This is an optimization exercise on Yosys and OpenROAD, whose aim is small area, a short achievable clock period and few clock cycles, not a production implementation. Function was checked by simulation only, so behaviour that the tests miss may differ from the original.

==> inputs of run a <==
// sha224_message_digest
module sha224_message_digest (
    input  logic         clk,
    input  logic         rst_n,
    input  logic         msg_valid,
    output logic         msg_ready,
    input  logic [31:0]  msg_data_word,
    input  logic [2:0]   msg_byte_count,
    input  logic         msg_last_word,
    output logic         digest_valid,
    input  logic         digest_ready,
    output logic [31:0]  digest_digest_word,
    output logic [2:0]   digest_word_index,
    output logic         digest_digest_last
);
    typedef enum logic [1:0] {S_IDLE, S_RUN, S_FIN} core_state_t;
    core_state_t state_reg, state_next;
    logic [5:0]  rnd_reg, rnd_next;
    logic        blk_first_reg;    
    logic        blk_last_reg;     
    logic        nxt_first_reg;    
    logic        nxt_last_reg;     
    logic        full_reg, full_next;       
    logic [3:0]  pos_reg, pos_next;         
    logic [3:0]  base_reg;         
    logic        broken_reg, broken_next;   
    logic        dbusy_reg, dbusy_next;     
    logic        dvalid_reg;
    logic [2:0]  didx_reg;
    logic        dlast_reg;
    logic [1:0]  drot_reg;         
    logic        dvalid_next;
    logic [2:0]  didx_next;
    logic        dlast_next;
    logic [1:0]  drot_next;
    logic        drain_reg;        
    logic        running, fin, stall, adv, tail, fill, start, add_step;
    logic        can_ins, ins, ins_tail, ins_fill;
    logic        drain_rot, out_accept;
    logic [15:0] win_en;
    logic [31:0] feed_word;
    logic        feed_avail, feed_msg, feed_first, feed_lenlo, feed_msg_next;
    logic        ibv_reg, ibv_next;
    logic [31:0] ib_data_reg;
  ...
Settings: LEC_CHECK=0, ABC_AREA=1, CAP_MARGIN=20, CORE_MARGIN=2, CORE_UTILIZATION=60, SLEW_MARGIN=20; clock period 11.0 ns.
standard.sh (not shown) runs the stock make flow with config.mk's settings and CLKGATE_MAP_FILE= SYNTH_SCRIPT=/design/flow/synth_recipe.tcl, a recipe that flattens the netlist after the stock synthesis.
==> flow/flow/run.sh <==
#!/bin/bash
# Standard layout, with timing repair aimed below the clock period so that the
# achieved period comes out shorter. The SDC and clock period are the standard flow's own.
set -euo pipefail
bash standard.sh SETUP_SLACK_MARGIN=6.5 finish > standard_flow.log 2>&1
==> run b (differences from run a) <==
--- a/flow/design.v
+++ b/flow/design.v
@@ -465,15 +465,11 @@
     logic        can_ins, ins, ins_tail, ins_fill;
     logic        drain_rot, out_accept;
     logic [15:0] win_en;
     logic [31:0] feed_word;
     logic        feed_avail, feed_msg, feed_first, feed_lenlo, feed_msg_next;
-    logic        ibv_reg, ibv_next;
-    logic [31:0] ib_data_reg;
-    logic [2:0]  ib_count_reg;
-    logic        ib_last_reg;
-    logic        rdy_reg;
+    logic        rdy_reg;          
     logic        running_n, stall_n, tail_n, fill_n, can_ins_n;
     assign running  = (state_reg == S_RUN);
     assign fin      = (state_reg == S_FIN);
     assign stall    = running && (rnd_reg == 6'd61) && dbusy_reg;
     assign adv      = running && !stall;
@@ -487,11 +483,10 @@
     assign ins_fill = fill && feed_avail;
     assign ins      = ins_tail || ins_fill;
     assign out_accept = dvalid_reg && digest_ready;
     assign drain_rot  = drain_reg;
     assign msg_ready = rdy_reg;
-    assign ibv_next  = rdy_reg ? msg_valid : ibv_reg;
     always_comb
     begin
         state_next = state_reg;
         case (state_reg)
             S_RUN:   if (adv && rnd_reg == 6'd63) state_next = S_FIN;
@@ -512,26 +507,15 @@
     assign can_ins_n = (tail_n && !broken_next) || fill_n;
     always_ff @(posedge clk or negedge rst_n)
     begin
         if (!rst_n)
         begin
-            ibv_reg <= 1'b0;
             rdy_reg <= 1'b1;
         end
         else
         begin
-            ibv_reg <= ibv_next;
-            rdy_reg <= !ibv_next || (can_ins_n && feed_msg_next);
-        end
-    end
-    always_ff @(posedge clk)
-    begin
-        if (rdy_reg)
-        begin
-            ib_data_reg  <= msg_data_word;
-            ib_count_reg <= msg_byte_count;
-            ib_last_reg  <= msg_last_word;
+            rdy_reg <= can_ins_n && feed_msg_next;
         end
     end
     always_comb
     begin
         for (int i = 0; i < 16; i++)
@@ -542,14 +526,14 @@
     sha224_pad u_pad (
         .clk           (clk),
         .rst_n         (rst_n),
         .ins           (ins),
         .pos13         (pos_reg == 4'd13),
-        .msg_valid     (ibv_reg),
-        .data_word     (ib_data_reg),
-        .byte_count    (ib_count_reg),
-        .last_word     (ib_last_reg),
+        .msg_valid     (msg_valid),
+        .data_word     (msg_data_word),
+        .byte_count    (msg_byte_count),
+        .last_word     (msg_last_word),
         .feed_word     (feed_word),
         .feed_avail    (feed_avail),
         .feed_msg      (feed_msg),
         .feed_first    (feed_first),
         .feed_lenlo    (feed_lenlo),
==> flow/config.mk (replaced) <==
export PLATFORM = sky130hd
export DESIGN_NAME = sha224_message_digest
export DESIGN_NICKNAME = sha224_message_digest
export VERILOG_FILES = /design/flow/design.v
export SDC_FILE = /design/flow/constraint.sdc
export NUM_CORES = 4
export LEC_CHECK = 0
export ABC_AREA = 1
export CAP_MARGIN = 40
export CORE_MARGIN = 2
export CORE_UTILIZATION = 50
export CTS_BUF_LIST = sky130_fd_sc_hd__clkbuf_8
export SLEW_MARGIN = 50
==> run c (differences from run a) <==
--- a/flow/design.v
+++ b/flow/design.v
@@ -470,10 +470,11 @@
     logic        ibv_reg, ibv_next;
     logic [31:0] ib_data_reg;
     logic [2:0]  ib_count_reg;
     logic        ib_last_reg;
     logic        rdy_reg;
+    logic        take;
     logic        running_n, stall_n, tail_n, fill_n, can_ins_n;
     assign running  = (state_reg == S_RUN);
     assign fin      = (state_reg == S_FIN);
     assign stall    = running && (rnd_reg == 6'd61) && dbusy_reg;
     assign adv      = running && !stall;
@@ -486,12 +487,13 @@
     assign ins_tail = tail && !broken_reg && feed_avail;
     assign ins_fill = fill && feed_avail;
     assign ins      = ins_tail || ins_fill;
     assign out_accept = dvalid_reg && digest_ready;
     assign drain_rot  = drain_reg;
+    assign take      = !ibv_reg || (can_ins && feed_msg);
     assign msg_ready = rdy_reg;
-    assign ibv_next  = rdy_reg ? msg_valid : ibv_reg;
+    assign ibv_next  = take ? msg_valid : ibv_reg;
     always_comb
     begin
         state_next = state_reg;
         case (state_reg)
             S_RUN:   if (adv && rnd_reg == 6'd63) state_next = S_FIN;
@@ -523,11 +525,11 @@
             rdy_reg <= !ibv_next || (can_ins_n && feed_msg_next);
         end
     end
     always_ff @(posedge clk)
     begin
-        if (rdy_reg)
+        if (take)
         begin
             ib_data_reg  <= msg_data_word;
             ib_count_reg <= msg_byte_count;
             ib_last_reg  <= msg_last_word;
         end
==> flow/config.mk (replaced) <==
export PLATFORM = sky130hd
export DESIGN_NAME = sha224_message_digest
export DESIGN_NICKNAME = sha224_message_digest
export VERILOG_FILES = /design/flow/design.v
export SDC_FILE = /design/flow/constraint.sdc
export NUM_CORES = 4
export LEC_CHECK = 0
export ABC_AREA = 1
export CAP_MARGIN = 40
export CORE_MARGIN = 2
export CORE_UTILIZATION = 50
export CTS_BUF_LIST = sky130_fd_sc_hd__clkbuf_8
export SLEW_MARGIN = 50
==> run d (differences from run a) <==
--- a/flow/design.v
+++ b/flow/design.v
@@ -465,15 +465,11 @@
     logic        can_ins, ins, ins_tail, ins_fill;
     logic        drain_rot, out_accept;
     logic [15:0] win_en;
     logic [31:0] feed_word;
     logic        feed_avail, feed_msg, feed_first, feed_lenlo, feed_msg_next;
-    logic        ibv_reg, ibv_next;
-    logic [31:0] ib_data_reg;
-    logic [2:0]  ib_count_reg;
-    logic        ib_last_reg;
-    logic        rdy_reg;
+    logic        rdy_reg;          
     logic        running_n, stall_n, tail_n, fill_n, can_ins_n;
     assign running  = (state_reg == S_RUN);
     assign fin      = (state_reg == S_FIN);
     assign stall    = running && (rnd_reg == 6'd61) && dbusy_reg;
     assign adv      = running && !stall;
@@ -487,11 +483,10 @@
     assign ins_fill = fill && feed_avail;
     assign ins      = ins_tail || ins_fill;
     assign out_accept = dvalid_reg && digest_ready;
     assign drain_rot  = drain_reg;
     assign msg_ready = rdy_reg;
-    assign ibv_next  = rdy_reg ? msg_valid : ibv_reg;
     always_comb
     begin
         state_next = state_reg;
         case (state_reg)
             S_RUN:   if (adv && rnd_reg == 6'd63) state_next = S_FIN;
@@ -512,26 +507,15 @@
     assign can_ins_n = (tail_n && !broken_next) || fill_n;
     always_ff @(posedge clk or negedge rst_n)
     begin
         if (!rst_n)
         begin
-            ibv_reg <= 1'b0;
             rdy_reg <= 1'b1;
         end
         else
         begin
-            ibv_reg <= ibv_next;
-            rdy_reg <= !ibv_next || (can_ins_n && feed_msg_next);
-        end
-    end
-    always_ff @(posedge clk)
-    begin
-        if (rdy_reg)
-        begin
-            ib_data_reg  <= msg_data_word;
-            ib_count_reg <= msg_byte_count;
-            ib_last_reg  <= msg_last_word;
+            rdy_reg <= can_ins_n && feed_msg_next;
         end
     end
     always_comb
     begin
         for (int i = 0; i < 16; i++)
@@ -542,14 +526,14 @@
     sha224_pad u_pad (
         .clk           (clk),
         .rst_n         (rst_n),
         .ins           (ins),
         .pos13         (pos_reg == 4'd13),
-        .msg_valid     (ibv_reg),
-        .data_word     (ib_data_reg),
-        .byte_count    (ib_count_reg),
-        .last_word     (ib_last_reg),
+        .msg_valid     (msg_valid),
+        .data_word     (msg_data_word),
+        .byte_count    (msg_byte_count),
+        .last_word     (msg_last_word),
         .feed_word     (feed_word),
         .feed_avail    (feed_avail),
         .feed_msg      (feed_msg),
         .feed_first    (feed_first),
         .feed_lenlo    (feed_lenlo),
==> flow/config.mk (replaced) <==
export PLATFORM = sky130hd
export DESIGN_NAME = sha224_message_digest
export DESIGN_NICKNAME = sha224_message_digest
export VERILOG_FILES = /design/flow/design.v
export SDC_FILE = /design/flow/constraint.sdc
export NUM_CORES = 4
export LEC_CHECK = 0
export ABC_AREA = 1
export CAP_MARGIN = 40
export CORE_MARGIN = 2
export CORE_UTILIZATION = 60
export CTS_BUF_LIST = sky130_fd_sc_hd__clkbuf_8
export SLEW_MARGIN = 50
==> results.txt <==
Critical path depth, highest first: run c, run b, run d, run a.
In run a the clock-buffer cell count is lower than in run c, by 77.
Worst hold slack: run a < run c < run d < run b.
The highest fmax belongs to run c, the lowest to run a.
In synthesized cell count, run b and run d do not differ.
==> figures <==
metric	run a	run c	run d	run b
Height of the chip	341 microns	374 microns	338 microns	369 microns
Setup slack of the critical path after layout	5470 ps	6440 ps	5840 ps	6240 ps
Synthesized-area fraction occupied by ao, oa, aoi and oai cells	9.86%	9.90%	10.3%	10.3%
Result of the run	finished clean	finished clean	finished clean	finished clean
Post-CTS clock slew at the launch and capture registers of the worst setup and hold paths	70 ps	60 ps	70 ps	70 ps
Post-route cell area	81700 sq um	81500 sq um	78000 sq um	79400 sq um
Slew at the pin with the worst max-slew slack	1180 ps	851 ps	1210 ps	809 ps
R2R setup slack	5470 ps	6440 ps	5840 ps	6240 ps
Share of final layout cell area taken by clock buffers and inverters	5.39%	4.99%	5.03%	5.01%
Launch point of the worst path	u_core.win[450]	u_core.e[18]	u_core.a[9]	u_core.a[3]
Testbench counts of run a, summed over its fixed seeds: cycles 49,728.
Testbench counts of run b, summed over its fixed seeds: cycles 49,720.
Testbench counts of run c, summed over its fixed seeds: cycles 49,728.
Testbench counts of run d, summed over its fixed seeds: cycles 49,720.

afterwards: timing with drivers on the ports:
Ports are ideal in the flow. The routed layouts listed here were re-timed in OpenROAD. Step 1, drivers: a clkbuf_16 drives clk and a buf_2 each remaining input, both assumed. Step 2 also shifts input and output timing later by t, the mid clock arrival at the registers, as if the neighbouring blocks saw the same clock. a / b / c = ideal / step 1 / step 2; a / b = the first two.
run	t, ns	setup slack, ns	worst hold slack (ns)	worst slew at a driven data input, ns	cell pins on the clock port's net
run a	0.816	5.471 / 5.471 / 5.471	0.318 / 0.318 / 0.318	0.07	1
run b	0.997	6.238 / 6.238 / 5.811	0.393 / 0.393 / 0.393	0.04	1
run c	1.000	6.436 / 6.433 / 6.436	0.351 / 0.351 / 0.351	0.06	1
run d	0.981	5.844 / 5.844 / 5.766	0.376 / 0.376 / 0.376	0.04	1
After both steps setup and hold are still met in every run listed. The setup slack of run b, which loses most, moves by 0.000 ns with the drivers and by -0.427 ns with both steps.
